What follows belongs to an exercise in optimizing a design on an open flow for small area; a production flow would make more cautious choices.
At most, simulation tests tie the RTL to the original design; equivalence was not proved.
Only the layout flow was run in run 2; the RTL was not checked for function there.
Power is estimated from default activity; no workload was simulated.

**run.sh**
```bash
#!/bin/bash
# synth_recipe.tcl (not shown) runs the flow's synth.tcl, then flattens the netlist and writes it again
# the make line also repeats each setting of config.mk as NAME=value (left out here)
make -C /OpenROAD-flow-scripts/flow DESIGN_CONFIG=/design/flow/config.mk WORK_HOME=/design/flow/orfs CLKGATE_MAP_FILE= SYNTH_SCRIPT=/design/flow/synth_recipe.tcl finish
```
**constraint.sdc**
```tcl
create_clock -name core_clock -period 7.0 [get_ports {clk}]
set_input_delay 1.4000 -clock core_clock [delete_from_list [all_inputs] [get_ports {clk}]]
set_output_delay 1.4000 -clock core_clock [all_outputs]
set_load 0.01 [all_outputs]
```
**design.v**
```verilog
package avalon_st_pkg;
    localparam int unsigned BEAT_BYTES = 16;
    localparam int unsigned DATA_WIDTH = 8 * BEAT_BYTES;
    function automatic int unsigned empty_width(input int unsigned bytes);
        empty_width = (bytes > 1) ? $clog2(bytes) : 1;
    endfunction
    function automatic int unsigned ptr_width(input int unsigned depth);
        ptr_width = $clog2(depth) + 1;
    endfunction
    localparam int unsigned EMPTY_WIDTH = empty_width(BEAT_BYTES);
    typedef struct packed {
        logic [DATA_WIDTH-1:0]  data;
        logic                   sop;
        logic                   eop;
        logic [EMPTY_WIDTH-1:0] empty;
    } avalon_beat_t;
endpackage
module fifo_mem
#(
    parameter int unsigned DEPTH = 16,
    parameter int unsigned WIDTH = 134
) (
    input  logic                  clk,
    input  logic [DEPTH-1:0]      we,
    input  logic [DEPTH-1:0]      hold,
    input  logic [WIDTH-1:0]      wdata,
    input  logic [DEPTH-1:0]      rsel,
    output logic [WIDTH-1:0]      rdata
);
    logic [WIDTH-1:0] mem [0:DEPTH-1];
    for (genvar i = 0; i < DEPTH; i++) begin : g_row
        always_ff @(posedge clk) begin
            mem[i] <= (wdata & {WIDTH{we[i]}}) | (mem[i] & {WIDTH{hold[i]}});
        end
    end
    always_comb begin
        rdata = '0;
        for (int i = 0; i < DEPTH; i++) begin
            rdata = rdata | (mem[i] & {WIDTH{rsel[i]}});
        end
    end
endmodule
module avalon_st_fifo
#(
    parameter int unsigned DATA_WIDTH_IN_BYTES = 16,
    parameter int unsigned DEPTH               = 16,
    parameter int unsigned ALMOST_FULL_THRESH  = DEPTH - 4
) (
    input  logic                        clk,
    input  logic                        rst,
    input  logic [8*DATA_WIDTH_IN_BYTES-1:0]                          sink_data,
    input  logic                                                      sink_valid,
    input  logic                                                      sink_sop,
    input  logic                                                      sink_eop,
    input  logic [avalon_st_pkg::empty_width(DATA_WIDTH_IN_BYTES)-1:0] sink_empty,
    output logic                                                      sink_rdy,
    output logic [8*DATA_WIDTH_IN_BYTES-1:0]                          src_data,
    output logic                                                      src_valid,
    output logic                                                      src_sop,
    output logic                                                      src_eop,
    output logic [avalon_st_pkg::empty_width(DATA_WIDTH_IN_BYTES)-1:0] src_empty,
    input  logic                                                      src_rdy,
    output logic [avalon_st_pkg::ptr_width(DEPTH)-1:0] fill_level,
    output logic [avalon_st_pkg::ptr_width(DEPTH)-1:0] pkt_count,
    output logic                        almost_full
);
    localparam int unsigned PW = avalon_st_pkg::ptr_width(DEPTH);
    localparam int unsigned AW = PW - 1;
    localparam int unsigned EW = avalon_st_pkg::empty_width(DATA_WIDTH_IN_BYTES);
    localparam int unsigned BW = 8*DATA_WIDTH_IN_BYTES + EW + 2;
    logic [AW-1:0] wr_q;      
    logic [AW-1:0] wr2_q;     
    logic [AW-1:0] hp_q;      
    logic          shown_q;   
    logic [PW-1:0] fill_q, fill_d;
    logic [PW-1:0] pkt_q;
    logic          rdy_q;
    logic          empty, push, pop, hd_inc;
    logic [DEPTH-1:0] we, hold, rsel;
    logic [BW-1:0] wbeat, rbeat;
    assign empty  = (fill_q == '0);
    assign push   = sink_valid && rdy_q;
    assign pop    = !empty && src_rdy;
    assign fill_d = fill_q + PW'(push) - PW'(pop);
    assign hd_inc = (fill_d != '0) && (pop || empty);
    always_comb begin
        for (int i = 0; i < DEPTH; i++) begin
            we[i]   = push && (wr_q == AW'(i));
            hold[i] = !(push && (wr2_q == AW'(i)));
            rsel[i] = shown_q && (hp_q == AW'(i + 1));
        end
    end
    assign wbeat = {sink_data, sink_sop, sink_eop, sink_empty};
    fifo_mem #(
        .DEPTH (DEPTH),
        .WIDTH (BW)
    ) u_mem (
        .clk   (clk),
        .we    (we),
        .hold  (hold),
        .wdata (wbeat),
        .rsel  (rsel),
        .rdata (rbeat)
    );
    always_ff @(posedge clk or negedge rst) begin
        if (!rst) begin
            wr_q    <= '0;
            wr2_q   <= '0;
            hp_q    <= '0;
            shown_q <= 1'b0;
            fill_q  <= '0;
            pkt_q   <= '0;
            rdy_q   <= 1'b0;
        end else begin
            wr_q    <= wr_q + AW'(push);
            wr2_q   <= wr2_q + AW'(push);
            hp_q    <= hp_q + AW'(hd_inc);
            shown_q <= shown_q || push;
            fill_q  <= fill_d;
            pkt_q   <= pkt_q + PW'(push && sink_eop) - PW'(pop && src_eop);
            rdy_q   <= (fill_d != PW'(DEPTH));
        end
    end
    assign {src_data, src_sop, src_eop, src_empty} = rbeat;
    assign sink_rdy    = rdy_q;
    assign src_valid   = !empty;
    assign fill_level  = fill_q;
    assign pkt_count   = pkt_q;
    assign almost_full = (fill_q >= PW'(ALMOST_FULL_THRESH));
endmodule
```
**config.mk**
```make
export PLATFORM = sky130hd
export DESIGN_NAME = avalon_st_fifo
export DESIGN_NICKNAME = avalon_st_fifo
export VERILOG_FILES = /design/flow/design.v
export SDC_FILE = /design/flow/constraint.sdc
export NUM_CORES = 4
export LEC_CHECK = 0
export CAP_MARGIN = 20
export CORE_MARGIN = 2
export CORE_UTILIZATION = 60
export CTS_BUF_LIST = sky130_fd_sc_hd__clkbuf_8
export CTS_CLUSTER_DIAMETER = 60
export CTS_CLUSTER_SIZE = 18
export SLEW_MARGIN = 20
```
==> results.txt, run 1 <==
status=timing/DRC/antenna clean; minimum hold slack=approximately 0.49 ns; placed insts=about 8,300; DR vias/cell=~7.6; Core Region=between 100,000 and 150,000 sq um; most area-consuming cells after synthesis=dfxtp_1 55%, a22o_1 24%, a22oi_1 10%; crit path max-delay cell type=nor2_4; Static Leak=0.0341 uW; final setup fails=0; iteration count of the initial detailed-routing pass=7; Required @ worst endpoint=5.60 ns; met3 routed WL=around 34,000 microns; Cells after Synth=7,130; Final Skew=0.0303 ns; Seq/Total Area, Yosys=0.556; CP Cell Sequence=nand2b_1 -> nor2_4 -> buf_4 -> a22oi_1 -> nand2_1 -> or3_1 -> clkdlybuf4s50_1; synthesized area=~78,000 sq um; Net Sw Frac=0.354; Reg clk slew, reported paths=0.11 ns; largest family of logic cells by synthesized area=compound AO/OA/AOI/OAI gates; EDFF count, synth=0; final instance area=between 80,000 and 90,000 sq um; Gate power share=0.373; most used flip-flop cell after synthesis=dfxtp_1; syn_nets=between 7,000 and 8,000; delay of the slowest cell on the worst path=about 0.94 ns; placer congestion estimate=approximately 0.8; DRT iter0 DRCs=about 10,000; Post-DRT Antenna Nets=0; vias in the first global route=61,500; Setup TNS Final=0 ns; fraction of layout cells with a size suffix above 1=0.0552; final period utilization=0.878; Max Slew Vio Count=0; Critical Path Fanout Max=23; die height=365 microns; post-CTS setup buffer count=0; clock latency on the worst-skew pair=~0.97 ns; Clk pwr share=0.149; post-CTS sizing=0; Nets=between 6,000 and 7,000; port bufs=284; total DRC errors in the routed layout=0; fin util=0.650; Max VDD drop=around 0.38 mV; Top Metal Used=met5; met2 WL post-DR=about 130,000 microns; die area=roughly 130,000 sq um; CTS tree=yes; min-delay src=u_mem.mem[8][103]; root buffer cell=clkbuf_8; CTS Buffer Depth=3; most common cell after layout, fill and taps aside=a22o_1; Setup crit start kind=flip-flop; # fillers=between 10,000 and 15,000; min cycle time layout=just over 6 ns; Die X-Extent=roughly 370 microns; Distinct cells, synth=51; grt total ovfl=0; Initial Util=0.604; sequential share of power=0.479; worst-margin pin slew=between 1 and 1.5 ns; H-tree depth=4; critical path class=flip-flop to output pin; cell taking the most area after synthesis=dfxtp_1; P per Cell Area=534 nW/um^2; Worst Hold Endpoint=u_mem.mem[8][103]; CTS Buf Count=between 100 and 150; hpwl dp=~140,000 microns; DP Area=between 80,000 and 90,000 sq um; R2R depth=13; initial antenna violation count=27; Worst Hold Class=flip-flop to flip-flop; Tot GR Track Use=0.425; Syn Area/Cell=11.0 sq um; critical path's top delay family=simple AND/OR/NAND/NOR gates; cell row count=approximately 130; compound-cell area share of the yosys netlist=0.344; Internal=29,000 uW; fmax=roughly 160 MHz; wl on met1=116,000 microns; RSZ-0062 raised after global routing=no; Bufs and invs on worst path=2; hold path depth=1; Switch Pwr=roughly 16,000 uW; clock sink total=2,168; first-pass GRT wire length=roughly 430,000 microns; Setup crit end kind=output pin; final cell count without fillers=8,550; most frequent cells in the layout=2,147 x a22o_1, 2,144 x dfxtp_1, 1,056 x a22oi_1; # hold bufs at CTS=0; Vias=about 65,000; number of synthesized register bits=around 2,200; multiplexer share of the synthesized area=0.000416; reg-to-reg startpoint=hp_q[0]; asr flop ratio synth=0.0111; max_cap viols=0; IO Pins=285; Reg2Reg Setup Slack=2.62 ns; Synth top area share=0.549; Hold Vio Cnt, Final=0; WP data arrival=about 4.7 ns; Synth Area in Simple Gates=0.0441; worst r2r dst=pkt_q[4]; WL final=294,000 microns; share of synthesized cell area in full adder, half adder and majority cells=0.00355; normalized max-slew margin=0.169; XOR/XNOR Fraction of Synth Area=0.00146; P&R area growth vs syn=7.53%; Synth Warn #=3; largest net degree at the start of global routing=between 100 and 150; wire per inst=between 30 and 40 microns
flip-flops by register name (all words and copies together), names as in the netlist:
name / flops
u_mem.mem: 2144
pkt_q: 5
shown_q: 1
rdy_q: 1
hp_q: 4
fill_q: 5
wr_q: 4
wr2_q: 4
kinds of logic (layout without fill, tap and decap cells):
family,after synthesis,after routing
AO/OA/AOI/OAI,3227,3227
flip-flops,2168,2168
buffers and inverters,978,641
AND/OR/NAND/NOR,720,720
adder cells (fa/ha/maj),21,21
XOR/XNOR,13,13
multiplexers,3,3
other,0,15
how the worst max path moves through the flow:
| stage | from | to | slack, ns | depth (start not counted) |
|---|---|---|---|---|
| after floorplan | sink_valid | hp_q[2] | 3.33 | 13 |
| after global placement | hp_q[0] | src_data[66] | 1.93 | 7 |
| after detailed placement | hp_q[0] | src_data[66] | 1.86 | 7 |
| after CTS | hp_q[0] | src_data[66] | 0.79 | 7 |
| after global routing | hp_q[2] | src_data[111] | 0.71 | 7 |
| final | hp_q[3] | src_data[5] | 0.86 | 7 |
worst register-to-register path, stage by stage (launching register included):
cell,delay [ns]
dfrtp_1,0.74
nand3_1,0.47
nor2_4,0.75
buf_12,0.45
a21oi_1,0.16
o211ai_1,0.18
o31a_1,0.22
ha_1,0.13
inv_1,0.04
ha_1,0.21
fa_1,0.45
a21o_1,0.20
a21oi_1,0.19
xnor2_1,0.13
cell usage after synthesis (all sizes together) (2+ instances only):
| cell | n |
|---|---|
| nand4 | 42 |
| mux2 | 2 |
| nand3 | 15 |
| nor2 | 29 |
| nor2b | 4 |
| a221o | 2 |
| buf | 391 |
| or3 | 42 |
| dfrtp | 24 |
| a22oi | 1056 |
| ha | 19 |
| clkbuf | 569 |
| or4 | 90 |
| a21oi | 6 |
| fa | 2 |
| inv | 18 |
| and2 | 4 |
| and4 | 3 |
| and3 | 4 |
| a21o | 3 |
| nand3b | 5 |
| nand2 | 462 |
| a221oi | 2 |
| nor3b | 3 |
| xnor2 | 8 |
| xor2 | 5 |
| a22o | 2147 |
| nor3 | 11 |
| nand2b | 5 |
| dfxtp | 2144 |
power groups by stage:
stage	clock (uW)	combinational, uW	sequential, uW
2_1_floorplan	0	10300	20700
3_3_place_gp	0	16000	21300
3_5_place_dp	0	16300	21500
4_1_cts	6680	16400	21300
5_1_grt	7140	17500	22000
6_report	6690	16700	21500
through the flow:
stage / setup slack (ns) / power [uW]
finish: 0.856 / 44900
global route: 0.705 / 46700
CTS: 0.789 / 44300
detailed placement: 1.86 / 37800
global placement: 1.93 / 37400
floorplan: 3.33 / 30900
final cells by class:
cell class                 count  area, sq um  area share
inverter                      18         67.6    0.000803
clock inverter                47          515     0.00613
clock buffer                 169         2330      0.0276
multi-input combinational   3984        31100       0.370
timing repair buffer         407         4340      0.0515
sequential                  2168        43500       0.517
antenna                       15         37.5    0.000446
tap                         1742         2180      0.0259
per-layer routing:
layer / track usage / up-vias
met1: 0.572 / 32800
met3: 0.0901 / 901
li1: - / 26600
met2: 0.658 / 4801
met5: 0 / -
met4: 0.189 / 26
==> run 2: changes to the inputs <==
--- a/design.v
+++ b/design.v
@@ -22,7 +22,6 @@
 ) (
     input  logic                  clk,
     input  logic [DEPTH-1:0]      we,
-    input  logic [DEPTH-1:0]      hold,
     input  logic [WIDTH-1:0]      wdata,
     input  logic [DEPTH-1:0]      rsel,
     output logic [WIDTH-1:0]      rdata
@@ -30,7 +29,9 @@
     logic [WIDTH-1:0] mem [0:DEPTH-1];
     for (genvar i = 0; i < DEPTH; i++) begin : g_row
         always_ff @(posedge clk) begin
-            mem[i] <= (wdata & {WIDTH{we[i]}}) | (mem[i] & {WIDTH{hold[i]}});
+            if (we[i]) begin
+                mem[i] <= wdata;
+            end
         end
     end
     always_comb begin
@@ -69,14 +70,13 @@
     localparam int unsigned EW = avalon_st_pkg::empty_width(DATA_WIDTH_IN_BYTES);
     localparam int unsigned BW = 8*DATA_WIDTH_IN_BYTES + EW + 2;
     logic [AW-1:0] wr_q;      
-    logic [AW-1:0] wr2_q;     
     logic [AW-1:0] hp_q;      
     logic          shown_q;   
     logic [PW-1:0] fill_q, fill_d;
     logic [PW-1:0] pkt_q;
     logic          rdy_q;
     logic          empty, push, pop, hd_inc;
-    logic [DEPTH-1:0] we, hold, rsel;
+    logic [DEPTH-1:0] we, rsel;
     logic [BW-1:0] wbeat, rbeat;
     assign empty  = (fill_q == '0);
     assign push   = sink_valid && rdy_q;
@@ -86,7 +86,6 @@
     always_comb begin
         for (int i = 0; i < DEPTH; i++) begin
             we[i]   = push && (wr_q == AW'(i));
-            hold[i] = !(push && (wr2_q == AW'(i)));
             rsel[i] = shown_q && (hp_q == AW'(i + 1));
         end
     end
@@ -97,7 +96,6 @@
     ) u_mem (
         .clk   (clk),
         .we    (we),
-        .hold  (hold),
         .wdata (wbeat),
         .rsel  (rsel),
         .rdata (rbeat)
@@ -105,7 +103,6 @@
     always_ff @(posedge clk or negedge rst) begin
         if (!rst) begin
             wr_q    <= '0;
-            wr2_q   <= '0;
             hp_q    <= '0;
             shown_q <= 1'b0;
             fill_q  <= '0;
@@ -113,7 +110,6 @@
             rdy_q   <= 1'b0;
         end else begin
             wr_q    <= wr_q + AW'(push);
-            wr2_q   <= wr2_q + AW'(push);
             hp_q    <= hp_q + AW'(hd_inc);
             shown_q <= shown_q || push;
             fill_q  <= fill_d;
--- a/config.mk
+++ b/config.mk
@@ -7,8 +7,5 @@
 export LEC_CHECK = 0
 export CAP_MARGIN = 20
 export CORE_MARGIN = 2
-export CORE_UTILIZATION = 60
-export CTS_BUF_LIST = sky130_fd_sc_hd__clkbuf_8
-export CTS_CLUSTER_DIAMETER = 60
-export CTS_CLUSTER_SIZE = 18
+export CORE_UTILIZATION = 40
 export SLEW_MARGIN = 20
==> run 2 against run 1 <==
Still clean on timing, DRC and antenna. Wire length is 24% lower. Worst setup slack better by 0.34 ns. Final area is 8.4% higher. Non-clock buffer count fell by 27. First-iteration DRC count is 54% lower. Die area grew 49%. Sequential share of layout area increased by 19 points. Clock-buffer cell count is 107 higher. Maximum frequency rose by 5.9%. Global-route usage down 20 points. Clock power is 66% higher. Critical endpoint is now src_empty[3]. Largest power group unchanged.
==> results.txt, run 2 <==
H-tree depth=4 (unchanged); Setup crit end kind=output pin; die area=199,000 sq um (+49%); P&R area growth vs syn=16.9%; DR vias/cell=5.81 (-24%); Critical Path Start=hp_q[3]; worst-margin pin slew=1.11 ns (-0.136 ns); Reg clk slew, reported paths=0.07 ns (-0.04 ns); CP Cell Sequence=nor3b_1 -> and2_4 -> buf_4 -> a22oi_1 -> nand2_1 -> or4_1 -> clkdlybuf4s50_1; Max VDD drop=0.286 mV (-26%); syn_nets=4,405 (-40%); Final Skew=0.0233 ns (-0.00704 ns); initial antenna violation count=38 (+41%); # fillers=16,200 (+55%); Post-DRT Antenna Nets=0 (unchanged); Syn Area/Cell=18.4 sq um (+67%); vias in the first global route=42,500 (-31%); CTS Buf Count=215 (+46%); grt total ovfl=0 (unchanged); critical path's top delay family=simple AND/OR/NAND/NOR gates; reg-to-reg startpoint=hp_q[2]; first-pass GRT wire length=314,000 microns (-26%); post-CTS sizing=0 (unchanged); status=timing/DRC/antenna clean; biggest regs=u_mem.mem: 2144 flops, fill_q: 5 flops, pkt_q: 5 flops; total DRC errors in the routed layout=0 (unchanged); normalized max-slew margin=0.258 (+0.0888); iteration count of the initial detailed-routing pass=5 (-2); most frequent cells in the layout=2,144 x edfxtp_1, 1,039 x a22oi_1, 504 x nand2_1; CTS Buffer Depth=3 (unchanged); max_cap viols=0 (unchanged); Setup TNS Final=0 ns (unchanged); fin util=0.469 (-0.180); Nets=4,765 (-31%); IO Pins=285 (unchanged); most area-consuming cells after synthesis=edfxtp_1 82%, a22oi_1 10%, nand2_1 2.4%; Max Slew Vio Count=0 (unchanged); Synth top area share=0.825 (+0.276); # hold bufs at CTS=0 (unchanged); worst r2r dst=pkt_q[4]; min cycle time layout=5.80 ns (-0.342 ns); clock sink total=2,164 (-0.18%); most used flip-flop cell after synthesis=edfxtp_1; Reg2Reg Setup Slack=2.88 ns (+0.26 ns); Static Leak=0.0300 uW (-12%); cell taking the most area after synthesis=edfxtp_1; port bufs=284 (unchanged); Worst path depth=7 (unchanged); RSZ-0062 raised after global routing=no; placer congestion estimate=0.745 (-6.5%); DP Area=84,400 sq um (+3.9%); sequential standard cell area=64,900 sq um (+49%); final setup fails=0 (unchanged); asr flop ratio synth=0.00924 (-0.00183); Distinct cells, synth=43 (-16%); largest net degree at the start of global routing=110 (-19%); root buffer cell=clkbuf_16; clock latency on the worst-skew pair=0.85 ns (-0.12 ns); DRT iter0 DRCs=4,600 (-54%); final period utilization=0.829 (-0.0489); most frequent cells after synthesis=2,144 x edfxtp_1, 1,039 x a22oi_1, 504 x nand2_1, 117 x or4_1, 113 x clkbuf_1; final instance area=91,200 sq um (+8.4%); multi-input logic area=12,200 sq um (-61%); fraction of layout cells with a size suffix above 1=0.0954 (+0.0402); number of synthesized register bits=2,164 (-0.18%); Overall Power=37,300 uW (-17%); Critical Path Fanout Max=50 (+120%); hpwl dp=107,000 microns (-22%); Largest register FFs=2,144 (unchanged); Largest Register=u_mem.mem; cell row count=162 (+23%); wire per inst=30.3 microns (-12%); WL final=223,000 microns (-24%); Setup crit start kind=flip-flop; Bufs and invs on worst path=2 (unchanged); placed insts=6,933 (-17%); Initial Util=0.401 (-0.203); Cells after Synth=4,248 (-40%); P per Cell Area=409 nW/um^2 (-23%); Synth Warn #=3 (unchanged); Core Region=194,000 sq um (+50%); Required @ worst endpoint=5.60 ns (about the same); post-CTS setup buffer count=0 (unchanged); final cell count without fillers=7,345 (-14%); crit path max-delay cell type=and2_4; Hold Vio Cnt, Final=0 (unchanged); Vias=42,700 (-34%); Worst Hold Class=input port to asynchronous set/reset pin; fmax=172 MHz (+5.9%); synthesized area=78,000 sq um (-0.26%); Die X-Extent=446 microns (+22%); Seq/Total Area, Yosys=0.831 (+0.275); die height=446 microns (+22%); most common cell in the netlist=edfxtp_1; CTS tree=yes; delay of the slowest cell on the worst path=0.85 ns (-0.09 ns); Tot GR Track Use=0.221 (-0.204); R2R depth=13 (unchanged); most common cell after layout, fill and taps aside=edfxtp_1; EDFF count, synth=2,144 (+2,144); WP data arrival=4.40 ns (-0.34 ns); critical path class=flip-flop to output pin
-- run 2: cell types whose count changed after synthesis, moves of 42 or more --
cell      previous run  this run
buf_2              200        67
buf_1              188        36
nand2_1            462       504
clkbuf_1           569       113
a22o_1            2147         0
dfxtp_1           2144         0
edfxtp_1             0      2144
-- run 2: logic make-up after synthesis --
| kind of cell | after synthesis | synth area share |
|---|---|---|
| DFF | 2164 | 0.831 |
| AOI/OAI and AO/OA | 1079 | 0.105 |
| and+or+nand+nor | 716 | 0.0428 |
| buffers and inverters | 255 | 0.0152 |
| adders and majority gates | 19 | 0.00324 |
| xor gates and xnor gates | 11 | 0.00123 |
| muxes | 4 | 0.000673 |
-- run 2: layout make-up --
class | count | area share
Multi-Input combinational cell | 1829 | 0.134
Clock inverter | 123 | 0.0122
Inverter | 18 | 0.000741
Tap cell | 2542 | 0.0349
Timing Repair Buffer | 380 | 0.0448
Clock buffer | 276 | 0.0622
Sequential cell | 2164 | 0.711
Antenna cell | 13 | 0.000357
-- run 2: how the worst max path moves through the flow --
| stage | endpoint |
|---|---|
| after floorplan | u_mem.mem[12][0] |
| after global placement | src_data[4] |
| after detailed placement | src_data[4] |
| after CTS | src_data[4] |
| after global routing | src_data[34] |
| final | src_empty[3] |
-- run 2: per-stage QoR --
stage | hold WS (ns) | setup slack (ns)
after floorplan | 0.501 | -1.13
after global placement | 0.560 | 2.06
after detailed placement | 0.567 | 2.00
after CTS | 0.583 | 1.07
after global routing | 0.531 | 1.06
final | 0.525 | 1.20
-- run 2: metal layers --
metal | vias to the layer above | part of all wire | global-route usage
li1 | 18200 | - | -
met1 | 22200 | 0.39 | 0.287
met2 | 1931 | 0.50 | 0.373
met3 | 354 | 0.075 | 0.0382
met4 | 18 | 0.031 | 0.0796
met5 | - | 0.00048 | 0
-- run 2: power by group --
part,internal (uW),switching (uW)
logic,3690,6350
registers,15700,377
clock network,6280,4860
total,25700,11600
==> run 3: changes to the inputs <==
--- a/design.v
+++ b/design.v
@@ -22,6 +22,7 @@
 ) (
     input  logic                  clk,
     input  logic [DEPTH-1:0]      we,
+    input  logic [DEPTH-1:0]      hold,
     input  logic [WIDTH-1:0]      wdata,
     input  logic [DEPTH-1:0]      rsel,
     output logic [WIDTH-1:0]      rdata
@@ -29,9 +30,7 @@
     logic [WIDTH-1:0] mem [0:DEPTH-1];
     for (genvar i = 0; i < DEPTH; i++) begin : g_row
         always_ff @(posedge clk) begin
-            if (we[i]) begin
-                mem[i] <= wdata;
-            end
+            mem[i] <= (wdata & {WIDTH{we[i]}}) | (mem[i] & {WIDTH{hold[i]}});
         end
     end
     always_comb begin
@@ -70,13 +69,14 @@
     localparam int unsigned EW = avalon_st_pkg::empty_width(DATA_WIDTH_IN_BYTES);
     localparam int unsigned BW = 8*DATA_WIDTH_IN_BYTES + EW + 2;
     logic [AW-1:0] wr_q;      
+    logic [AW-1:0] wr2_q;     
     logic [AW-1:0] hp_q;      
     logic          shown_q;   
     logic [PW-1:0] fill_q, fill_d;
     logic [PW-1:0] pkt_q;
     logic          rdy_q;
     logic          empty, push, pop, hd_inc;
-    logic [DEPTH-1:0] we, rsel;
+    logic [DEPTH-1:0] we, hold, rsel;
     logic [BW-1:0] wbeat, rbeat;
     assign empty  = (fill_q == '0);
     assign push   = sink_valid && rdy_q;
@@ -86,6 +86,7 @@
     always_comb begin
         for (int i = 0; i < DEPTH; i++) begin
             we[i]   = push && (wr_q == AW'(i));
+            hold[i] = !(push && (wr2_q == AW'(i)));
             rsel[i] = shown_q && (hp_q == AW'(i + 1));
         end
     end
@@ -96,6 +97,7 @@
     ) u_mem (
         .clk   (clk),
         .we    (we),
+        .hold  (hold),
         .wdata (wbeat),
         .rsel  (rsel),
         .rdata (rbeat)
@@ -103,6 +105,7 @@
     always_ff @(posedge clk or negedge rst) begin
         if (!rst) begin
             wr_q    <= '0;
+            wr2_q   <= '0;
             hp_q    <= '0;
             shown_q <= 1'b0;
             fill_q  <= '0;
@@ -110,6 +113,7 @@
             rdy_q   <= 1'b0;
         end else begin
             wr_q    <= wr_q + AW'(push);
+            wr2_q   <= wr2_q + AW'(push);
             hp_q    <= hp_q + AW'(hd_inc);
             shown_q <= shown_q || push;
             fill_q  <= fill_d;
==> flow/run.sh (new file) <==
#!/bin/bash
# Standard layout with two changes: input/output ports are buffered with buf_1 cells, and
# clock tree synthesis builds the tree from clkbuf_8 cells without dummy balancing loads.
set -euo pipefail
export BUFFER_PORTS_ARGS="-buffer_cell sky130_fd_sc_hd__buf_1"
export CTS_ARGS="-sink_clustering_enable -repair_clock_nets -dont_use_dummy_load -buf_list sky130_fd_sc_hd__clkbuf_8 -sink_clustering_size 18 -sink_clustering_max_diameter 60"
bash standard.sh > make_finish.log 2>&1
==> standard.sh (new file) <==
#!/bin/bash
# synth_recipe.tcl (not shown) runs the flow's synth.tcl, then flattens the netlist and writes it again
# the make line also repeats each setting of config.mk as NAME=value (left out here)
make -C /OpenROAD-flow-scripts/flow DESIGN_CONFIG=/design/flow/config.mk WORK_HOME=/design/flow/orfs CLKGATE_MAP_FILE= SYNTH_SCRIPT=/design/flow/synth_recipe.tcl "${@:-finish}"
--- a/config.mk
+++ b/config.mk
@@ -7,5 +7,5 @@
 export LEC_CHECK = 0
 export CAP_MARGIN = 20
 export CORE_MARGIN = 2
-export CORE_UTILIZATION = 40
+export CORE_UTILIZATION = 60
 export SLEW_MARGIN = 20
removed: run.sh
==> run 3 against run 2 <==
Non-clock buffer count rose by 3. Sequential power rose by 34%. Clock-buffer cell count down 127. Clock skew up 0.072 ns. Critical path depth unchanged. Synthesized area increased by 0.26%. Final area decreased by 11%.
==> results.txt, run 3 <==
status=timing/DRC/antenna clean; RSZ-0062 raised after global routing=no; number of synthesized register bits=2,168 (+0.18%); max_cap viols=0 (unchanged); clock sink total=2,168 (+0.18%); most frequent cells in the layout=2,147 x a22o_1, 2,144 x dfxtp_1, 1,056 x a22oi_1; Static Leak=0.0329 uW (+9.4%); WP data arrival=4.31 ns (-0.09 ns); EDFF count, synth=0 (-100%); Hold Vio Cnt, Final=0 (unchanged); synthesized area=78,200 sq um (+0.26%); Distinct cells, synth=51 (+19%); min cycle time layout=5.71 ns (-0.0868 ns); CTS tree=yes; Seq/Total Area, Yosys=0.556 (-0.275); wire per inst=34.3 microns (+13%); vias in the first global route=60,600 (+43%); normalized max-slew margin=0.130 (-0.128); P&R area growth vs syn=4.14%; placer congestion estimate=0.790 (+6.0%); Nets=6,863 (+44%); fraction of layout cells with a size suffix above 1=0.0452 (-0.0502); Syn Area/Cell=11.0 sq um (-40%); sequential standard cell area=43,500 sq um (-33%); Required @ worst endpoint=5.60 ns (about the same); final instance area=81,500 sq um (-11%); cell taking the most area after synthesis=dfxtp_1; final period utilization=0.816 (-0.0124); Post-DRT Antenna Nets=0 (unchanged); IO Pins=285 (unchanged); biggest regs=u_mem.mem: 2144 flops, fill_q: 5 flops, pkt_q: 5 flops; Largest Register=u_mem.mem; DR vias/cell=7.62 (+31%); Max VDD drop=0.329 mV (+15%); grt total ovfl=0 (unchanged); Die X-Extent=365 microns (-18%); # fillers=10,800 (-33%); final setup fails=0 (unchanged); critical path class=flip-flop to output pin; asr flop ratio synth=0.0111 (+0.00183); WL final=290,000 microns (+30%); post-CTS sizing=0 (unchanged); # hold bufs at CTS=0 (unchanged); fmax=175 MHz (+1.5%); root buffer cell=clkbuf_8; multi-input logic area=31,100 sq um (+160%); hpwl dp=129,000 microns (+21%); Final Skew=0.0956 ns (+0.0723 ns); Cells after Synth=7,130 (+68%); Core Region=129,000 sq um (-33%); Critical Path Fanout Max=39 (-22%); die area=133,000 sq um (-33%); largest net degree at the start of global routing=135 (+23%); initial antenna violation count=32 (-16%); Worst Hold Class=input port to asynchronous set/reset pin; fin util=0.629 (+0.160); clock latency on the worst-skew pair=0.95 ns (+0.10 ns); CTS Buffer Depth=3 (unchanged); Synth Warn #=3 (unchanged); syn_nets=7,289 (+65%); Vias=64,600 (+51%); most common cell in the netlist=a22o_1; CTS Buf Count=149 (-31%); port bufs=284 (unchanged); post-CTS setup buffer count=0 (unchanged); H-tree depth=4 (unchanged); Overall Power=42,700 uW (+14%); Setup crit start kind=flip-flop; most area-consuming cells after synthesis=dfxtp_1 55%, a22o_1 24%, a22oi_1 10%; iteration count of the initial detailed-routing pass=8 (+3); Synth top area share=0.549 (-0.276); most frequent cells after synthesis=2,147 x a22o_1, 2,144 x dfxtp_1, 1,056 x a22oi_1, 569 x clkbuf_1, 462 x nand2_1; Setup crit end kind=output pin; P per Cell Area=524 nW/um^2 (+28%); first-pass GRT wire length=421,000 microns (+34%); die height=365 microns (-18%); DP Area=79,400 sq um (-6.0%); Setup TNS Final=0 ns (unchanged); cell row count=132 (-19%); Tot GR Track Use=0.420 (+0.199); worst-margin pin slew=1.31 ns (+0.195 ns); Reg clk slew, reported paths=0.10 ns (+0.03 ns); total DRC errors in the routed layout=0 (unchanged); most common cell after layout, fill and taps aside=a22o_1; DRT iter0 DRCs=9,560 (+110%); Max Slew Vio Count=0 (unchanged); Largest register FFs=2,144 (unchanged); most used flip-flop cell after synthesis=dfxtp_1; Initial Util=0.604 (+0.203); minimum hold slack=0.471 ns (-0.0534 ns)
==> run 3: cell count changes in the layout (fill, tap and decap cells not counted), sizes merged, moves of 26 or more <==
cell           previous run  this run
a22o                      0      2147
dfxtp                     0      2144
edfxtp                 2144         0
buf                      97       383
clkdlybuf4s50           283         0
clkbuf                  276       149
clkinv                   93         0
nand2                   504       462
or4                     117        90
or3                      16        42
==> run 3: report_power, final <==
group	internal [uW]	switching, uW
sequential	18200	3240
clock	1920	3910
combinational	6930	8460
total	27100	15600
==> run 3: cells by family (layout without fill, tap and decap cells) <==
group,after synthesis,after routing,synth area share
xor gates and xnor gates,13,13,0.00146
buffers and inverters,978,550,0.0503
DFF,2168,2168,0.556
muxes,3,3,0.000416
other,0,25,0
AOI/OAI and AO/OA,3227,3227,0.344
adders and majority gates,21,21,0.00355
and+or+nand+nor,720,720,0.0441
==> run 3: worst max-delay path, stage by stage, from the launching register on <==
cell and delay [ns]:
dfrtp_1 0.78, nor2b_1 0.30, and2_4 0.81, buf_4 0.63, a22oi_1 0.18, nand4_1 0.16, or3_1 0.27, buf_1 0.21
==> run 3: layer usage <==
layer  track usage  part of all wire  up-vias
li1              -                 -    26500
met2         0.649              0.44     4644
met3        0.0902              0.12      813
met5             0           0.00053        -
met4         0.184             0.043       24
met1         0.568              0.39    32600
==> run 3: area by class of cell <==
type,instances,share of cell area
Antenna cell,25,0.000768
Clock buffer,149,0.0252
Inverter,18,0.000829
Multi-Input combinational cell,3984,0.382
Sequential cell,2168,0.534
Tap cell,1742,0.0267
Timing Repair Buffer,383,0.0302
==> run 3: worst paths after layout <==
path | from | end | slack, ns | cells past startpoint
max in group asynchronous | rst | rdy_q | 6.20 | 2
worst max register to register | hp_q[0] | pkt_q[4] | 2.82 | 13
min in group core_clock | u_mem.mem[2][16] | u_mem.mem[2][16] | 0.48 | 1
worst min-delay path | rst | shown_q | 0.47 | 2
worst min register to register | u_mem.mem[2][16] | u_mem.mem[2][16] | 0.48 | 1
worst max-delay path | hp_q[3] | src_data[63] | 1.29 | 7
==> run 3: metrics by stage <==
step,cells,setup slack (ns)
2_1_floorplan,7130,3.33
3_3_place_gp,8292,2.19
3_5_place_dp,8295,2.26
4_1_cts,8444,1.35
5_1_grt,8460,1.16
6_report,8469,1.29
==> run 4: changes to the inputs <==
==> flow/run.sh (replaced) <==
#!/bin/bash
# The standard layout with three changes:
#  - synthesis maps the logic with flow/abc_map.script, an area-recovering ABC script, in
#    place of ORFS's ABC script; everything else in synthesis is the standard flow's own script, so the
#    registers, their names and cell types are the standard synthesis's;
#  - input/output ports are buffered with buf_1 cells;
#  - clock tree synthesis builds the tree from clkbuf_8 cells without dummy balancing loads.
# Each tool's output goes to ORFS's own per-step logs under orfs/logs; make's output to make_finish.log.
set -euo pipefail
W=$PWD
F=$W/flow

# ORFS synth.tcl, with the final abc call pointed at our script.
sed 's#^\(\s*\)log_cmd abc {\*}\$abc_args#\1set abc_args [lreplace $abc_args 1 1 '"$F"'/abc_map.script]\n\1log_cmd abc {*}$abc_args#' \
    "$FLOW_HOME/scripts/synth.tcl" > "$W/synth_orfs_abc.tcl"
[[ $(grep -c "abc_map.script" "$W/synth_orfs_abc.tcl") == 1 ]]
# The standard flow's synthesis script, sourcing that copy.
sed 's#\$::env(SCRIPTS_DIR)/synth.tcl#'"$W"'/synth_orfs_abc.tcl#' "$W/synth_recipe.tcl" > "$W/own_synth.tcl"
[[ $(grep -c "synth_orfs_abc.tcl" "$W/own_synth.tcl") == 1 ]]
# The standard.sh, with our synthesis script.
sed 's#SYNTH_SCRIPT=[^ ]*#SYNTH_SCRIPT='"$W"'/own_synth.tcl#' "$W/standard.sh" > "$W/own_standard.sh"
[[ $(grep -c "own_synth.tcl" "$W/own_standard.sh") == 1 ]]

export BUFFER_PORTS_ARGS="-buffer_cell sky130_fd_sc_hd__buf_1"
export CTS_ARGS="-sink_clustering_enable -repair_clock_nets -dont_use_dummy_load -buf_list sky130_fd_sc_hd__clkbuf_8 -sink_clustering_size 18 -sink_clustering_max_diameter 60"
bash "$W/own_standard.sh" "$@" > "$W/make_finish.log" 2>&1
==> flow/abc_map.script (new file) <==
&get -n
&st
&synch2
&nf -R 1000
&st
&dch
&nf -R 1000
&put
--- a/config.mk
+++ b/config.mk
@@ -5,7 +5,7 @@
 export SDC_FILE = /design/flow/constraint.sdc
 export NUM_CORES = 4
 export LEC_CHECK = 0
-export CAP_MARGIN = 20
+export CAP_MARGIN = 10
 export CORE_MARGIN = 2
 export CORE_UTILIZATION = 60
-export SLEW_MARGIN = 20
+export SLEW_MARGIN = 10
==> run 4 against run 3 <==
Largest cell class unchanged. Highest routed layer unchanged. Via count fell by 4.5%. Non-clock buffer count shrank 16. Clock-buffer cell count shrank 4. Clock skew is 0.0094 ns higher. Critical path type unchanged.
==> results.txt, run 4 <==
Nets=6,324 (-7.9%); Core Region=120,000 sq um (-7.2%); Hold Vio Cnt, Final=0 (unchanged); fraction of layout cells with a size suffix above 1=0.0451 (-0.000102); die height=352 microns (-3.5%); final setup fails=0 (unchanged); Max VDD drop=0.538 mV (+64%); port bufs=284 (unchanged); largest net degree at the start of global routing=135 (unchanged); clock sink total=2,168 (unchanged); post-CTS sizing=0 (unchanged); number of synthesized register bits=2,168 (unchanged); Critical Path Fanout Max=25 (-36%); CTS tree=yes; most area-consuming cells after synthesis=dfxtp_1 59%, a22o_1 27%, a222oi_1 5.7%; status=timing/DRC/antenna clean; Setup crit end kind=output pin; Final Skew=0.105 ns (+0.00937 ns); sequential standard cell area=43,500 sq um (unchanged); wire per inst=33.7 microns (-1.7%); Required @ worst endpoint=5.60 ns (about the same); Overall Power=42,000 uW (-1.7%); Max Slew Vio Count=0 (unchanged); synthesized area=72,800 sq um (-7.0%); biggest regs=u_mem.mem: 2144 flops, fill_q: 5 flops, pkt_q: 5 flops; Synth Warn #=3 (unchanged); R2R depth=13 (unchanged); Synth top area share=0.590 (+0.0412); Worst Hold Class=input port to asynchronous set/reset pin; most common cell after layout, fill and taps aside=a22o_1; H-tree depth=4 (unchanged); P&R area growth vs syn=9.32%; WL final=263,000 microns (-9.5%); EDFF count, synth=0 (unchanged); Setup TNS Final=0 ns (unchanged); P per Cell Area=528 nW/um^2 (+0.71%); # hold bufs at CTS=0 (unchanged); root buffer cell=clkbuf_8; most frequent cells after synthesis=2,223 x a22o_1, 2,144 x dfxtp_1, 413 x a222oi_1, 233 x a22oi_1, 135 x nand2_1; fmax=174 MHz (-0.77%); placer congestion estimate=0.770 (-2.6%); WP data arrival=4.36 ns (+0.05 ns); dpl ws=2.24 ns (-0.0273 ns); Reg clk slew, reported paths=0.07 ns (-0.03 ns); Die X-Extent=352 microns (-3.5%); total DRC errors in the routed layout=0 (unchanged); cell row count=127 (-3.8%); RSZ-0062 raised after global routing=no; asr flop ratio synth=0.0111 (unchanged); Initial Util=0.606 (+0.00155); # fillers=9,351 (-13%); post-CTS setup buffer count=0 (unchanged); Internal=27,000 uW (-0.24%); worst-margin pin slew=1.30 ns (-0.00520 ns); CTS Buffer Depth=3 (unchanged); CTS Buf Count=145 (-2.7%); Post-DRT Antenna Nets=0 (unchanged); Net Sw Frac=0.356 (-0.00920); multi-input logic area=29,600 sq um (-4.9%); Syn Area/Cell=12.9 sq um (+17%); most used flip-flop cell after synthesis=dfxtp_1; die area=124,000 sq um (-6.9%); most frequent cells in the layout=2,223 x a22o_1, 2,144 x dfxtp_1, 413 x a222oi_1; DR vias/cell=7.91 (+3.8%); hpwl dp=118,000 microns (-9.0%); fin util=0.662 (+0.0330); Seq/Total Area, Yosys=0.598 (+0.0418); clock latency on the worst-skew pair=0.96 ns (about the same); critical path class=flip-flop to output pin; Tot GR Track Use=0.403 (-0.0167); Distinct cells, synth=31 (-39%); DRT iter0 DRCs=11,400 (+19%); Largest register FFs=2,144 (unchanged); Gate power share=0.353 (-0.008); first-pass GRT wire length=389,000 microns (-7.5%); Largest Register=u_mem.mem; Switch Pwr=15,000 uW (-4.1%); final period utilization=0.823 (+0.00635); vias in the first global route=59,800 (-1.2%); IO Pins=285 (unchanged); max_cap viols=0 (unchanged); Cells after Synth=5,651 (-21%); cell taking the most area after synthesis=dfxtp_1; Static Leak=0.0298 uW (-9.5%); minimum hold slack=0.485 ns (+0.0134 ns); Vias=61,700 (-4.5%); most common cell in the netlist=a22o_1; initial antenna violation count=35 (+9.4%); Clk pwr share=0.136 (about the same); worst setup margin=1.24 ns (-0.0445 ns); syn_nets=5,810 (-20%); min cycle time layout=5.76 ns (+0.0445 ns); Setup crit start kind=flip-flop; iteration count of the initial detailed-routing pass=10 (+2); normalized max-slew margin=0.133 (+0.00347); sequential share of power=0.511 (+0.008); grt total ovfl=0 (unchanged)
run 4: cell count changes after synthesis, moves of 70 or more:
cell and delta:
a222oi_1 +412, a22o_1 +76, clkbuf_1 -569, nand2_1 -327
a221oi_1 +78, buf_1 -188, or4_1 -89, buf_2 -200
a22oi_1 -823, and4_1 +70
run 4: power groups by stage:
| stage | sequential [uW] | clock [uW] | combinational, uW |
|---|---|---|---|
| after floorplan | 20700 | 0 | 9900 |
| after global placement | 21300 | 0 | 14200 |
| after detailed placement | 21500 | 0 | 14500 |
| after CTS | 21300 | 5700 | 14500 |
| after global routing | 22000 | 6130 | 15600 |
| final | 21500 | 5700 | 14800 |
run 4: cells by family (layout without fill, tap and decap cells):
kind of cell,Yosys count,count (layout),share of synthesized area
XOR/XNOR,13,13,0.00156
multiplexers,1,1,0.000138
other,0,19,0
flip-flops,2168,2168,0.598
AND/OR/NAND/NOR,472,472,0.0367
AO/OA/AOI/OAI,2958,2958,0.359
adder cells (fa/ha/maj),21,21,0.00382
buffers and inverters,18,530,0.000928
run 4: critical path, cell delays in order, from the launching register on:
cell and delay (ns):
dfrtp_1 0.69, nand2b_1 0.35, nor2_4 0.94, buf_4 0.57
a22oi_1 0.17, and3_1 0.24, nand4_1 0.24, buf_1 0.21
run 4: path summary, 6_finish.rpt:
kind | endpoint | from | slack, ns
worst max register to register | pkt_q[4] | hp_q[3] | 2.58
worst min-delay path | wr2_q[3] | rst | 0.48
max in group asynchronous | fill_q[0] | rst | 6.26
worst min register to register | u_mem.mem[7][16] | u_mem.mem[7][16] | 0.49
min in group core_clock | u_mem.mem[7][16] | u_mem.mem[7][16] | 0.49
worst max-delay path | src_data[18] | hp_q[3] | 1.24
run 4: area by class of cell:
type	count	area share
Sequential cell	2168	0.547
Clock buffer	145	0.0251
Tap cell	1612	0.0254
Antenna cell	19	0.000598
Multi-Input combinational cell	3465	0.372
Timing Repair Buffer	367	0.0289
Inverter	18	0.000849
run 4: layer usage:
layer  vias up  global-route usage  part of all wire
li1      25400                   -                 -
met4        36               0.159             0.033
met2      4575               0.609              0.44
met5         -                   0           0.00087
met1     31000               0.559              0.40
met3       682              0.0975              0.13
run 4: through the flow:
step	instances	instance area, sq um
2_1_floorplan	5651	72800
3_3_place_gp	7630	77500
3_5_place_dp	7630	77500
4_1_cts	7775	79500
5_1_grt	7788	79500
6_report	7794	79600
==> run 5: changes to the inputs <==
--- a/config.mk
+++ b/config.mk
@@ -5,7 +5,7 @@
 export SDC_FILE = /design/flow/constraint.sdc
 export NUM_CORES = 4
 export LEC_CHECK = 0
-export CAP_MARGIN = 10
+export CAP_MARGIN = 20
 export CORE_MARGIN = 2
 export CORE_UTILIZATION = 60
-export SLEW_MARGIN = 10
+export SLEW_MARGIN = 20
==> run 5 against run 4 <==
Non-clock buffer count up 2. Via count up 0.34%. Die area unchanged. Clock-buffer cell count unchanged. Register-to-register slack about the same. Clock power about the same. Sequential share of layout area about the same. Sequential power about the same. Highest routed layer unchanged. Core utilization about the same. Largest power group unchanged. Cell count about the same. Worst setup slack worse by 0.058 ns. Synthesized cell count unchanged.
==> results.txt, run 5 <==
most area-consuming cells after synthesis=dfxtp_1 59%, a22o_1 27%, a222oi_1 5.7%; max_cap viols=0 (unchanged); Core Region=120,000 sq um (unchanged); Largest Register=u_mem.mem; Nets=6,326 (+0.032%); DR vias/cell=7.94 (+0.33%); CTS Buffer Depth=3 (unchanged); Tot GR Track Use=0.403 (about the same); initial antenna violation count=31 (-11%); normalized max-slew margin=0.163 (+0.0301); Setup crit end kind=output pin; H-tree depth=4 (unchanged); IO Pins=285 (unchanged); Static Leak=0.0298 uW (about the same); Setup crit start kind=flip-flop; most common cell in the netlist=a22o_1; reg-to-reg startpoint=hp_q[3]; total DRC errors in the routed layout=0 (unchanged); placer congestion estimate=0.770 (unchanged); fraction of layout cells with a size suffix above 1=0.0454 (+0.000310); P&R area growth vs syn=9.35% (about the same); worst setup margin=1.18 ns (-0.0585 ns); P per Cell Area=528 nW/um^2 (about the same); Hold Vio Cnt, Final=0 (unchanged); clock sink total=2,168 (unchanged); Reg clk slew, reported paths=0.07 ns (about the same); Synth top area share=0.590 (unchanged); WL final=263,000 microns (about the same); Vias=61,900 (+0.34%); cell taking the most area after synthesis=dfxtp_1; CTS Buf Count=145 (unchanged); met2 Use GR=0.608 (-0.000866); post-CTS sizing=0 (unchanged); hpwl dp=118,000 microns (about the same); Top Usage Layer GRT=met2; root buffer cell=clkbuf_8; die area=124,000 sq um (unchanged); met3 usage=0.0969 (-0.000621); Post-DRT Antenna Nets=0 (unchanged); number of synthesized register bits=2,168 (unchanged); # hold bufs at CTS=0 (unchanged); iteration count of the initial detailed-routing pass=9 (-1); Reg2Reg Setup Slack=2.59 ns (about the same); grt met1 use=0.563 (+0.00398); most frequent cells in the layout=2,223 x a22o_1, 2,144 x dfxtp_1, 413 x a222oi_1; Cells after Synth=5,651 (unchanged); cell row count=127 (unchanged); RSZ-0062 raised after global routing=no; most used flip-flop cell after synthesis=dfxtp_1; CTS tree=yes; grt total ovfl=0 (unchanged); Syn Area/Cell=12.9 sq um (unchanged); biggest regs=u_mem.mem: 2144 flops, fill_q: 5 flops, pkt_q: 5 flops; Setup TNS Final=0 ns (unchanged); Die X-Extent=352 microns (unchanged); Critical Path Fanout Max=25 (unchanged); Seq/Total Area, Yosys=0.598 (unchanged); status=timing/DRC/antenna clean; worst r2r dst=pkt_q[4]; most frequent cells after synthesis=2,223 x a22o_1, 2,144 x dfxtp_1, 413 x a222oi_1, 233 x a22oi_1, 135 x nand2_1; dpl ws=2.24 ns (+0.00414 ns); Final Skew=0.0716 ns (-0.0334 ns); synthesized area=72,800 sq um (unchanged); first-pass GRT wire length=389,000 microns (about the same); min cycle time layout=5.82 ns (+0.0585 ns); Required @ worst endpoint=5.60 ns (about the same); vias in the first global route=59,900 (+0.16%); fmax=172 MHz (-1.0%); Distinct cells, synth=31 (unchanged); final period utilization=0.831 (+0.00835); Max VDD drop=0.581 mV (+8.0%); Synth Warn #=3 (unchanged); asr flop ratio synth=0.0111 (unchanged); WP data arrival=4.42 ns (+0.06 ns); post-CTS setup buffer count=0 (unchanged); Largest register FFs=2,144 (unchanged); wire per inst=33.7 microns (about the same); critical path class=flip-flop to output pin; Max Slew Vio Count=0 (unchanged); EDFF count, synth=0 (unchanged); syn_nets=5,810 (unchanged); clock latency on the worst-skew pair=0.95 ns (about the same); largest net degree at the start of global routing=135 (unchanged); die height=352 microns (unchanged); Initial Util=0.606 (unchanged); final setup fails=0 (unchanged); port bufs=284 (unchanged); DRT iter0 DRCs=11,700 (+2.6%); most common cell after layout, fill and taps aside=a22o_1; R2R depth=13 (unchanged); Worst Hold Class=input port to asynchronous set/reset pin; worst-margin pin slew=1.26 ns (-0.0452 ns)
run 5: cell count changes in the layout (fill, tap and decap cells not counted):
cell	previous run	this run
buf_2	0	1
buf_12	49	50
diode_2	19	18
run 5: logic make-up (layout without fill, tap and decap cells):
kind of cell | after synthesis | in the layout | synth area share
compound gates | 2958 | 2958 | 0.359
xor+xnor | 13 | 13 | 0.00156
fa+ha+maj | 21 | 21 | 0.00382
buf+inv | 18 | 532 | 0.000928
flops | 2168 | 2168 | 0.598
mux | 1 | 1 | 0.000138
other cells | 0 | 18 | 0
simple gates | 472 | 472 | 0.0367
run 5: area by class of cell:
cell class / count / area [sq um]
antenna: 18 / 45.0
timing repair buffer: 369 / 2330
fill: 9287 / 40500
sequential: 2168 / 43500
tap: 1612 / 2020
multi-input combinational: 3465 / 29600
clock buffer: 145 / 2000
inverter: 18 / 67.6
run 5: critical path: stages (launching register included):
cell,delay [ns]
dfrtp_1,0.68
nand2b_1,0.35
nor2_4,0.97
buf_4,0.58
a22oi_1,0.17
and3_1,0.24
nand4_1,0.26
buf_1,0.20
run 5: worst max path at each step:
stage                     cells after the start  slack [ns]       endpoint     from
final                                         7        1.18   src_data[18]  hp_q[3]
after floorplan                               5        0.12  src_data[105]  hp_q[3]
after global placement                        7        2.32   src_data[18]  hp_q[3]
after CTS                                     7        1.26   src_data[18]  hp_q[3]
after global routing                          7        1.11        src_sop  hp_q[3]
after detailed placement                      7        2.24   src_data[18]  hp_q[3]
run 5: where the power goes:
part	switching [uW]	internal [uW]	leakage, uW
clock network	3820	1870	0.00104
registers	3230	18200	0.0182
logic	7920	6920	0.0105
total	15000	27000	0.0298
run 5: metal layers:
| metal | share of wire | up-vias |
|---|---|---|
| li1 | - | 25400 |
| met1 | 0.40 | 31200 |
| met2 | 0.44 | 4585 |
| met3 | 0.13 | 696 |
| met4 | 0.032 | 32 |
| met5 | 0.00086 | - |
run 5: metrics by stage:
step                      power [uW]  hold WS, ns   util  instances  instance area, sq um
after floorplan                30600        0.448      -       5651                 72800
after global placement         35500        0.460  0.645       7630                 77500
after detailed placement       36000        0.463  0.645       7631                 77500
after CTS                      41500        0.415  0.662       7776                 79500
after global routing           43800        0.485  0.662       7788                 79600
final                          42000        0.460  0.662       7795                 79600
==> run 6: changes to the inputs <==
--- a/config.mk
+++ b/config.mk
@@ -5,7 +5,7 @@
 export SDC_FILE = /design/flow/constraint.sdc
 export NUM_CORES = 4
 export LEC_CHECK = 0
-export CAP_MARGIN = 20
+export CAP_MARGIN = 10
 export CORE_MARGIN = 2
-export CORE_UTILIZATION = 60
-export SLEW_MARGIN = 20
+export CORE_UTILIZATION = 70
+export SLEW_MARGIN = 10
==> run 6 against run 5 <==
Worst hold slack better by 0.027 ns. First-iteration DRC count grew 15%. Combinational power about the same. Critical path type unchanged. Maximum frequency is 0.47% lower. Via count grew 2.7%. Still clean. Synthesized cell count unchanged. Non-clock buffer count increased by 7. Final area fell by 0.45%.
==> results.txt, run 6 <==
status=timing/DRC/antenna clean; die height=326 microns (-7.3%); CTS Buf Count=143 (-1.4%); Hold Vio Cnt, Final=0 (unchanged); Cells after Synth=5,651 (unchanged); minimum hold slack=0.487 ns (+0.0268 ns); Max Slew Vio Count=0 (unchanged); Core Region=103,000 sq um (-14%); Reg2Reg Setup Slack=2.19 ns (-0.40 ns); DP Area=77,200 sq um (-0.42%); CTS tree=yes; Setup crit end kind=output pin; H-tree depth=4 (unchanged); vias in the first global route=61,000 (+1.9%); biggest regs=u_mem.mem: 2144 flops, fill_q: 5 flops, pkt_q: 5 flops; most common cell in the netlist=a22o_1; hold path depth=1; asr flop ratio synth=0.0111 (unchanged); port bufs=284 (unchanged); wire per inst=34.4 microns (+2.0%); Critical Path Fanout Max=36 (+44%); die area=107,000 sq um (-14%); CTS Buffer Depth=3 (unchanged); final setup fails=0 (unchanged); Tot GR Track Use=0.466 (+0.0633); IO Pins=285 (unchanged); Setup TNS Final=0 ns (unchanged); most common cell after layout, fill and taps aside=a22o_1; DRT iter0 DRCs=13,500 (+15%); clock sink total=2,168 (unchanged); initial antenna violation count=32 (+3.2%); fraction of layout cells with a size suffix above 1=0.0459 (+0.000449); most frequent cells after synthesis=2,223 x a22o_1, 2,144 x dfxtp_1, 413 x a222oi_1, 233 x a22oi_1, 135 x nand2_1; cell row count=118 (-7.1%); Seq/Total Area, Yosys=0.598 (unchanged); Largest register FFs=2,144 (unchanged); worst-margin pin slew=1.30 ns (+0.0480 ns); Synth Warn #=3 (unchanged); delay of the slowest cell on the worst path=1.03 ns (+0.06 ns); post-CTS setup buffer count=0 (unchanged); hpwl dp=119,000 microns (+0.93%); most used flip-flop cell after synthesis=dfxtp_1; Final Skew=0.0796 ns (+0.00802 ns); clock latency on the worst-skew pair=0.90 ns (-0.05 ns); worst r2r dst=pkt_q[4]; Reg clk slew, reported paths=0.08 ns (about the same); root buffer cell=clkbuf_8; largest net degree at the start of global routing=135 (unchanged); Worst Hold Class=flip-flop to flip-flop; grt total ovfl=0 (unchanged); fin util=0.767 (+0.104); Overall Power=42,100 uW (+0.24%); Post-DRT Antenna Nets=0 (unchanged); # fillers=6,945 (-25%); Syn Area/Cell=12.9 sq um (unchanged); RSZ-0062 raised after global routing=no; P per Cell Area=531 nW/um^2 (+0.69%); Nets=6,331 (+0.079%); Max VDD drop=0.750 mV (+29%); placer congestion estimate=0.787 (+2.3%); post-CTS sizing=0 (unchanged); first-pass GRT wire length=385,000 microns (-0.92%); final period utilization=0.835 (+0.00392); Setup crit start kind=flip-flop; Required @ worst endpoint=5.60 ns (about the same); Distinct cells, synth=31 (unchanged); Static Leak=0.0297 uW (about the same); Vias=63,600 (+2.7%); total DRC errors in the routed layout=0 (unchanged); fmax=171 MHz (-0.47%); min cycle time layout=5.85 ns (+0.0275 ns); Initial Util=0.704 (+0.0984); iteration count of the initial detailed-routing pass=11 (+2); Synth top area share=0.590 (unchanged); most area-consuming cells after synthesis=dfxtp_1 59%, a22o_1 27%, a222oi_1 5.7%; CP Cell Sequence=nand2b_1 -> nor2_4 -> buf_4 -> a222oi_1 -> nand3_1 -> buf_1; min-delay src=u_mem.mem[9][123]; final instance area=79,200 sq um (-0.45%); max_cap viols=0 (unchanged); crit path max-delay cell type=nor2_4; WL final=260,000 microns (-0.90%); critical path class=flip-flop to output pin; Die X-Extent=326 microns (-7.3%); cell taking the most area after synthesis=dfxtp_1; most frequent cells in the layout=2,223 x a22o_1, 2,144 x dfxtp_1, 413 x a222oi_1; syn_nets=5,810 (unchanged); WP data arrival=4.45 ns (+0.03 ns); number of synthesized register bits=2,168 (unchanged); normalized max-slew margin=0.131 (-0.0320); Worst Hold Endpoint=u_mem.mem[9][123]; R2R depth=14 (+1); Largest Register=u_mem.mem; DR vias/cell=8.39 (+5.7%); EDFF count, synth=0 (unchanged); reg-to-reg startpoint=hp_q[3]; synthesized area=72,800 sq um (unchanged); # hold bufs at CTS=0 (unchanged); P&R area growth vs syn=8.86%
run 6: cell counts after synthesis:
No cell type changed its count.
run 6: report_power, final:
part           internal, uW  total, uW  switching [uW]
clock network          1850       5600            3750
logic                  6920      14900            8010
registers             18200      21600            3330
total                 27000      42100           15100
run 6: cell families after synthesis:
| family | share of synthesized area |
|---|---|
| AOI/OAI and AO/OA | 0.359 |
| DFF | 0.598 |
| and+or+nand+nor | 0.0367 |
| adders and majority gates | 0.00382 |
| buffers and inverters | 0.000928 |
| xor gates and xnor gates | 0.00156 |
| muxes | 0.000138 |
run 6: how the worst max path moves through the flow:
stage               cells past startpoint               end       start  slack, ns
finish                                  6     src_data[111]     hp_q[2]       1.15
global route                            6     src_data[111]     hp_q[2]       1.13
CTS                                     6     src_data[111]     hp_q[2]       1.34
detailed placement                      6   u_mem.mem[7][2]  sink_valid       2.08
global placement                        6  u_mem.mem[7][20]  sink_valid       2.17
floorplan                               5     src_data[105]     hp_q[3]       0.12
run 6: through the flow:
| step | setup WS [ns] | instances |
|---|---|---|
| global placement | 2.17 | 7407 |
| floorplan | 0.115 | 5651 |
| finish | 1.15 | 7574 |
| CTS | 1.34 | 7550 |
| global route | 1.13 | 7568 |
| detailed placement | 2.08 | 7407 |
run 6: critical path, delay by kind of cell, from the launching register on:
family,cells,cell delay [ns]
and+or+nand+nor,3,1.79
buffers and inverters,2,0.90
DFF,1,0.71
AOI/OAI and AO/OA,1,0.19
run 6: area by class of cell:
| class | instances | area [sq um] | share of cell area |
|---|---|---|---|
| Multi-Input combinational cell | 3465 | 29600 | 0.374 |
| Inverter | 18 | 67.6 | 0.000853 |
| Clock buffer | 143 | 1970 | 0.0248 |
| Tap cell | 1380 | 1730 | 0.0218 |
| Sequential cell | 2168 | 43500 | 0.549 |
| Antenna cell | 24 | 60.1 | 0.000758 |
| Timing Repair Buffer | 376 | 2280 | 0.0288 |
run 6: routing by layer:
layer | GRT usage | part of all wire
met1 | 0.632 | 0.36
met4 | 0.230 | 0.050
met5 | 0 | 0.00062
met2 | 0.685 | 0.43
met3 | 0.134 | 0.16
==> run 7: changes to the inputs <==
--- a/config.mk
+++ b/config.mk
@@ -7,5 +7,5 @@
 export LEC_CHECK = 0
 export CAP_MARGIN = 10
 export CORE_MARGIN = 2
-export CORE_UTILIZATION = 70
+export CORE_UTILIZATION = 78
 export SLEW_MARGIN = 10
==> run 7 against run 6 <==
Synthesized cell count unchanged. Clock-buffer cell count decreased by 2. Critical endpoint is now src_data[34]. Core utilization increased by 8.5 points. Largest cell class unchanged. Non-clock buffer count decreased by 2. Final area decreased by 0.19%. Worst hold slack got worse by 0.028 ns. Global-route usage increased by 4.3 points.
==> results.txt, run 7 <==
DRT iter0 DRCs=15,900 (+18%); P per Cell Area=534 nW/um^2 (+0.59%); Seq/Total Area, Yosys=0.598 (unchanged); Post-DRT Antenna Nets=0 (unchanged); post-CTS sizing=0 (unchanged); CP Cell Sequence=nand2b_1 -> nor2_4 -> buf_4 -> a22o_1 -> a221oi_1 -> nand4_1 -> buf_1; Required @ worst endpoint=5.60 ns (about the same); root buffer cell=clkbuf_8; min cycle time layout=5.86 ns (+0.0168 ns); Reg clk slew, reported paths=0.11 ns (+0.03 ns); clock latency on the worst-skew pair=0.92 ns (+0.02 ns); most used flip-flop cell after synthesis=dfxtp_1; post-CTS setup buffer count=0 (unchanged); WL final=255,000 microns (-2.2%); synthesized area=72,800 sq um (unchanged); most common cell in the netlist=a22o_1; Net Sw Frac=0.361 (+0.00246); H-tree depth=4 (unchanged); Setup crit start kind=flip-flop; biggest regs=u_mem.mem: 2144 flops, fill_q: 5 flops, pkt_q: 5 flops; most frequent cells after synthesis=2,223 x a22o_1, 2,144 x dfxtp_1, 413 x a222oi_1, 233 x a22oi_1, 135 x nand2_1; die area=95,800 sq um (-10%); Distinct cells, synth=31 (unchanged); Worst Hold Class=input port to asynchronous set/reset pin; Max Slew Vio Count=0 (unchanged); fraction of layout cells with a size suffix above 1=0.0454 (-0.000457); Nets=6,327 (-0.063%); CTS tree=yes; Cells after Synth=5,651 (unchanged); most frequent cells in the layout=2,223 x a22o_1, 2,144 x dfxtp_1, 413 x a222oi_1; DP Area=77,000 sq um (-0.23%); critical path's top delay family=simple AND/OR/NAND/NOR gates; placer congestion estimate=0.810 (+2.8%); Vias=65,000 (+2.3%); CTS Buffer Depth=3 (unchanged); Critical Path Fanout Max=29 (-19%); Static Leak=0.0297 uW (about the same); fmax=171 MHz (-0.29%); reg-to-reg startpoint=hp_q[2]; Hold Vio Cnt, Final=0 (unchanged); Synth top area share=0.590 (unchanged); Critical Path Start=hp_q[3]; normalized max-slew margin=0.0980 (-0.0332); Synth Warn #=3 (unchanged); Internal=27,000 uW (about the same); wire per inst=34.2 microns (-0.55%); Worst path depth=7 (+1); port bufs=284 (unchanged); total DRC errors in the routed layout=0 (unchanged); RSZ-0062 raised after global routing=no; most common cell after layout, fill and taps aside=a22o_1; grt total ovfl=0 (unchanged); final instance area=79,100 sq um (-0.19%); Final Skew=0.0761 ns (-0.00353 ns); Core Region=92,900 sq um (-10%); Largest Register=u_mem.mem; # hold bufs at CTS=0 (unchanged); final period utilization=0.837 (+0.00240); Largest register FFs=2,144 (unchanged); Tot GR Track Use=0.509 (+0.0430); vias in the first global route=63,000 (+3.2%); syn_nets=5,810 (unchanged); number of synthesized register bits=2,168 (unchanged); Setup TNS Final=0 ns (unchanged); P&R area growth vs syn=8.66%; iteration count of the initial detailed-routing pass=9 (-2); most area-consuming cells after synthesis=dfxtp_1 59%, a22o_1 27%, a222oi_1 5.7%; die height=309 microns (-5.2%); WP data arrival=4.46 ns (about the same); Bufs and invs on worst path=2 (unchanged); asr flop ratio synth=0.0111 (unchanged); Die X-Extent=309 microns (-5.2%); first-pass GRT wire length=377,000 microns (-2.2%); Setup crit end kind=output pin; dpl ws=2.06 ns (-0.0227 ns); cell row count=112 (-5.1%); cell taking the most area after synthesis=dfxtp_1; Initial Util=0.783 (+0.0791); status=timing/DRC/antenna clean; delay of the slowest cell on the worst path=1.11 ns (+0.08 ns); sequential share of power=0.514 (+0.002); Overall Power=42,300 uW (+0.40%); CTS Buf Count=141 (-1.4%); Gate power share=0.355 (about the same); initial antenna violation count=38 (+19%); IO Pins=285 (unchanged); hpwl dp=119,000 microns (-0.18%); clock sink total=2,168 (unchanged); EDFF count, synth=0 (unchanged); critical path class=flip-flop to output pin; Clk pwr share=0.131 (-0.002); Max VDD drop=0.629 mV (-16%); Syn Area/Cell=12.9 sq um (unchanged); Switch Pwr=15,300 uW (+1.1%); DR vias/cell=8.72 (+4.0%); largest net degree at the start of global routing=135 (unchanged); final setup fails=0 (unchanged); R2R depth=14 (unchanged); worst-margin pin slew=1.35 ns (+0.0466 ns); max_cap viols=0 (unchanged); crit path max-delay cell type=nor2_4; worst setup margin=1.14 ns (-0.0168 ns)
run 7: cell counts after synthesis:
Identical to the previous run, type by type.
run 7: through the flow:
step,hold slack [ns],cells,util
6_report,0.459,7451,0.851
5_1_grt,0.494,7441,0.851
4_1_cts,0.459,7418,0.850
3_5_place_dp,0.463,7277,0.829
3_3_place_gp,0.460,7277,0.829
2_1_floorplan,0.448,5651,-
run 7: worst reg2reg max path, delay by kind of cell, from the launching register on:
family | cells | cell delay, ns
flops | 1 | 0.70
simple gates | 5 | 2.15
buf+inv | 2 | 0.51
fa+ha+maj | 3 | 0.75
xor+xnor | 1 | 0.14
compound gates | 3 | 0.53
run 7: area by class of cell:
type	instances	area (sq um)
Multi-Input combinational cell	3465	29600
Clock buffer	141	1940
Tap cell	1254	1570
Timing Repair Buffer	374	2300
Sequential cell	2168	43500
Fill cell	5142	13800
Inverter	18	67.6
Antenna cell	31	77.6
run 7: path summary, 6_finish.rpt:
check | to | slack (ns)
max in group asynchronous | wr_q[0] | 6.22
setup reg to reg | pkt_q[4] | 2.16
hold reg to reg | u_mem.mem[11][61] | 0.48
hold / removal | hp_q[1] | 0.46
min in group core_clock | u_mem.mem[11][61] | 0.48
setup / recovery | src_data[34] | 1.14
run 7: cell families (layout without fill, tap and decap cells):
logic type,after synthesis,in the layout,share of synthesized area
xor+xnor,13,13,0.00156
mux,1,1,0.000138
simple gates,472,472,0.0367
other cells,0,31,0
flops,2168,2168,0.598
fa+ha+maj,21,21,0.00382
buf+inv,18,533,0.000928
compound gates,2958,2958,0.359
run 7: layer usage:
layer | vias up | global-route usage | wire length [microns]
li1 | 25400 | - | -
met1 | 31200 | 0.654 | 87300
met2 | 6809 | 0.743 | 108000
met3 | 1536 | 0.169 | 43100
met4 | 24 | 0.318 | 16500
met5 | - | 0 | 161
run 7: power groups by stage:
| stage | registers, uW | clock network, uW | logic, uW |
|---|---|---|---|
| 2_1_floorplan | 20700 | 0 | 9900 |
| 3_3_place_gp | 21300 | 0 | 13800 |
| 3_5_place_dp | 21600 | 0 | 14300 |
| 4_1_cts | 21400 | 5450 | 14400 |
| 5_1_grt | 22100 | 5870 | 15600 |
| 6_report | 21700 | 5550 | 15000 |

[static timing again, ports no longer ideal]
The flow's constraints put no driver on any port. The routed layouts listed below were extracted and timed again, unchanged, in two steps.
Step 1, drivers: a clkbuf_16 drives clk and a buf_2 each remaining input, both assumed.
Step 2 also shifts input and output timing later by t, the mid clock arrival at the registers, as if the neighbouring blocks saw the same clock.
Three values: ideal ports, drivers, drivers and shift; two values: the first two.
run	shift t [ns]	setup WS [ns]	worst hold slack (ns)
run 1	1.028	0.856 / 0.774 / 1.803	0.489 / 0.489 / 0.489
run 2	0.920	1.198 / 1.120 / 2.040	0.525 / 0.466 / 0.580
run 3	0.985	1.285 / 1.207 / 2.192	0.471 / 0.467 / 0.483
run 4	0.994	1.241 / 1.154 / 2.147	0.485 / 0.420 / 0.485
run 5	1.002	1.182 / 1.095 / 2.097	0.460 / 0.397 / 0.487
run 6	0.941	1.155 / 1.076 / 1.954	0.487 / 0.482 / 0.487
run 7	0.960	1.138 / 1.061 / 2.020	0.459 / 0.408 / 0.485
After both steps every run listed still meets setup and hold.
